Background: an optimization exercise with open tools, aiming at small area, a short achievable clock period and few clock cycles per item. Do not read the settings as production practice.
In this exercise RTL edits were held to simulation tests only and were not proved equivalent to the original.
Power and IR drop assume default switching activity.

## sort_pipe
module sort_pipe #(
  parameter int DATA_W   = 8,
  parameter int LOG_SIZE = 4,
  parameter int SIZE     = 2**LOG_SIZE,
  parameter int SIGNED   = 0
) (
  input  logic                       clk,
  input  logic                       rst,
  input  logic                       i_valid,
  output logic                       o_ready,
  input  logic                       i_desc,
  input  logic [DATA_W*SIZE-1:0]     i_din,
  output logic                       o_valid,
  input  logic                       i_ready,
  output logic                       o_desc,
  output logic [DATA_W*SIZE-1:0]     o_dout,
  output logic [LOG_SIZE*SIZE-1:0]   o_idx
);
  localparam int KW = DATA_W*SIZE;
  localparam int IW = LOG_SIZE*SIZE;
  localparam int NP = SIZE*(SIZE-1)/2;
  function automatic int pidx(input int i, input int j);
    pidx = i*SIZE - i*(i+1)/2 + (j - i - 1);
  endfunction
  function automatic logic key_le(input logic [DATA_W-1:0] a, input logic [DATA_W-1:0] b);
    logic c;
    c = 1'b1;
    for (int i = 0; i < DATA_W; i++) c = (~a[i] & b[i]) | ((~a[i] | b[i]) & c);
    key_le = c;
  endfunction
  function automatic logic [1:0] fadd(input logic a, input logic b, input logic c);
    fadd = {(a & b) | (a & c) | (b & c), a ^ b ^ c};
  endfunction
  function automatic logic [9:0] pc_first(input logic [14:0] v);
    logic [4:0] s, c;
    for (int i = 0; i < 5; i++) {c[i], s[i]} = fadd(v[3*i], v[3*i+1], v[3*i+2]);
    pc_first = {c, s};
  endfunction
  function automatic logic [5:0] pc_rest(input logic [9:0] f);
    logic [4:0] s, c;
    logic [1:0] x, u, b0, m;
    {c, s} = f;
    x  = fadd(s[0], s[1], s[2]);                       
    u  = fadd(c[0], c[1], c[2]);
    b0 = fadd(x[0], s[3], s[4]);                       
    m  = fadd(u[0], c[3], c[4]);
    pc_rest = {u[1], m[1], x[1], b0[1], m[0], b0[0]};
  endfunction
  logic              w_ce;
  ...
Settings: LEC_CHECK=0, ABC_AREA=1, CAP_MARGIN=20, CORE_MARGIN=2, CORE_UTILIZATION=25, PLACE_DENSITY=0.35, SETUP_SLACK_MARGIN=2.0, SLEW_MARGIN=20; clock period 4.5 ns.
standard.sh (not shown) runs the stock make flow with config.mk's settings and CLKGATE_MAP_FILE= SYNTH_SCRIPT=/design/flow/synth_recipe.tcl, a recipe that flattens the netlist after the stock synthesis.
==> flow/flow/run.sh <==
#!/bin/bash
# Layout flow: the standard flow (standard.sh), except that the buffers placed on the input
# and output ports are plain buffers (buf_1) rather than the placer's default choice. Every port
# still gets its own buffer. Each tool's output is kept in the ORFS logs under orfs/logs.
set -euo pipefail
bash standard.sh "BUFFER_PORTS_ARGS=-buffer_cell sky130_fd_sc_hd__buf_1" finish > flow_standard.log 2>&1
Testbench counts at the start, summed over its fixed seeds: cycles 3,224, items 3,200.
Then changed:
Settings changed: PLACE_DENSITY 0.35 to 0.5.
Result: Routed wire length falls by about 9%; cell area falls by about 2.6%; setup slack degrades by 0.10 ns; register-to-register slack degrades by 0.10 ns; worst hold slack is about the same; clock skew falls by 0.051 ns; die area does not change.

========
== v52 ==
Another version of the RTL of sort_pipe (not shown whole).
Size: roughly 9000 cells after synthesis, about 650 flip-flops, roughly 58000 um^2 of cells after synthesis.
export LEC_CHECK = 0
export ABC_AREA = 1
export CAP_MARGIN = 10
export CORE_MARGIN = 2
export CORE_UTILIZATION = 25
export PLACE_DENSITY = 0.4
export SETUP_SLACK_MARGIN = 2.0
export SLEW_MARGIN = 10
export TNS_END_PERCENT = 5
create_clock -name core_clock -period 4.5 [get_ports {clk}]
run.sh (not shown) runs the stock make flow with config.mk's settings and CLKGATE_MAP_FILE= SYNTH_SCRIPT=/design/flow/synth_recipe.tcl, a recipe that flattens the netlist after the stock synthesis.
Stock flow here: none of the scripts above is used.
Testbench counts of v52, summed over its fixed seeds: cycles 3,224, items 3,200.
#### Input delta (v36 over v52)
# v52
export LEC_CHECK = 0
export ABC_AREA = 1
export CAP_MARGIN = 10
export CORE_MARGIN = 2
export CORE_UTILIZATION = 25
export PLACE_DENSITY = 0.4
export SETUP_SLACK_MARGIN = 2.0
export SLEW_MARGIN = 10
export TNS_END_PERCENT = 5
create_clock -name core_clock -period 4.5 [get_ports {clk}]
# v36
export LEC_CHECK = 0
export ABC_AREA = 1
export CAP_MARGIN = 20
export CORE_MARGIN = 2
export CORE_UTILIZATION = 25
export PLACE_DENSITY = 0.4
export SETUP_SLACK_MARGIN = 2.0
export SLEW_MARGIN = 20
create_clock -name core_clock -period 4.5 [get_ports {clk}]
[summary]
- v36 ends up with a relative slew slack that is 7.4 points higher than in v52.
- Final period utilization (lower): v36
- Comparing v52 against v36, there is no change at all in number of nets produced by synthesis.
- The via count of the first global-routing pass of v36 is higher than that of v52.
- Cmp v36 vs v52: clock network power share lower in v36
- v36 vs. v52: number of resized instances in the post-cts repair step rose about 230%; cell area higher; reported leakage power now sits higher; maximum achievable frequency has increased.
Setup changes, v36 to v2
==> flow/flow/run.sh (new file) <==
#!/bin/bash
# Layout flow: the standard flow (standard.sh), except that the buffers placed on the input
# and output ports are plain buffers (buf_1) rather than the placer's default choice. Every port
# still gets its own buffer. Each tool's output is kept in the ORFS logs under orfs/logs.
set -euo pipefail
bash standard.sh "BUFFER_PORTS_ARGS=-buffer_cell sky130_fd_sc_hd__buf_1" finish > flow_standard.log 2>&1
==> flow/standard.sh (new file) <==
#!/bin/bash
# synth_recipe.tcl (not shown) runs the flow's synth.tcl, then flattens the netlist and writes it again
# the make line also repeats each setting of config.mk as NAME=value (left out here)
make -C /OpenROAD-flow-scripts/flow DESIGN_CONFIG=/design/flow/config.mk WORK_HOME=/design/flow/orfs CLKGATE_MAP_FILE= SYNTH_SCRIPT=/design/flow/synth_recipe.tcl "${@:-finish}"
removed: flow/run.sh
[summary]
v36 went all the way through the flow, and no timing, DRC or antenna check failed. v2 finished all stages; the layout is clean. Of the two values seen for critical path endpoint, r2_rank[21] was produced by v36 and r2_rank[46] by v2. v36 → v2: number of antenna violations at the first check in global routing climbed 2, sequential cell area share climbed 0.56 points. v2 has more setup slack than v36. v2 vs v36, wire length went up by 1.7%.

## static timing again, ports no longer ideal
No port has a modelled driver above. Below, the same layouts with a new extraction and two added sets of constraints.
Step 1 assumes that a clkbuf_16 drives the clock port and a buf_2 every other input.
Step 2, shift: input delay + t, output delay - t, t = (earliest + latest rising clock arrival at the registers) / 2. This alone moves slack from input paths to output paths.
Three values: ideal, step 1, step 2; two values: the first two.
| run | t, ns | setup slack, ns | worst setup path at the end | worst data-port slew with drivers (ns) | pins driven straight from the clock port |
|---|---|---|---|---|---|
| the first run of note 1 | 0.853 | 1.832 / 1.804 / 1.197 | input to register | 0.12 | 1 |
| the second run of note 1 | 0.865 | 1.727 / 1.727 / 1.205 | input to register | 0.11 | 1 |
| v52 | 0.839 | 1.422 / 1.422 / 0.878 | input to register | 0.19 | 1 |
| v36 | 0.845 | 1.574 / 1.569 / 1.145 | input to register | 0.21 | 1 |
| v2 | 0.851 | 1.584 / 1.584 / 1.139 | input to register | 0.12 | 1 |
After both steps every run listed still meets setup and hold. The setup slack of the first run of note 1, which loses most, moves by -0.028 ns with the drivers and by -0.635 ns with both steps.
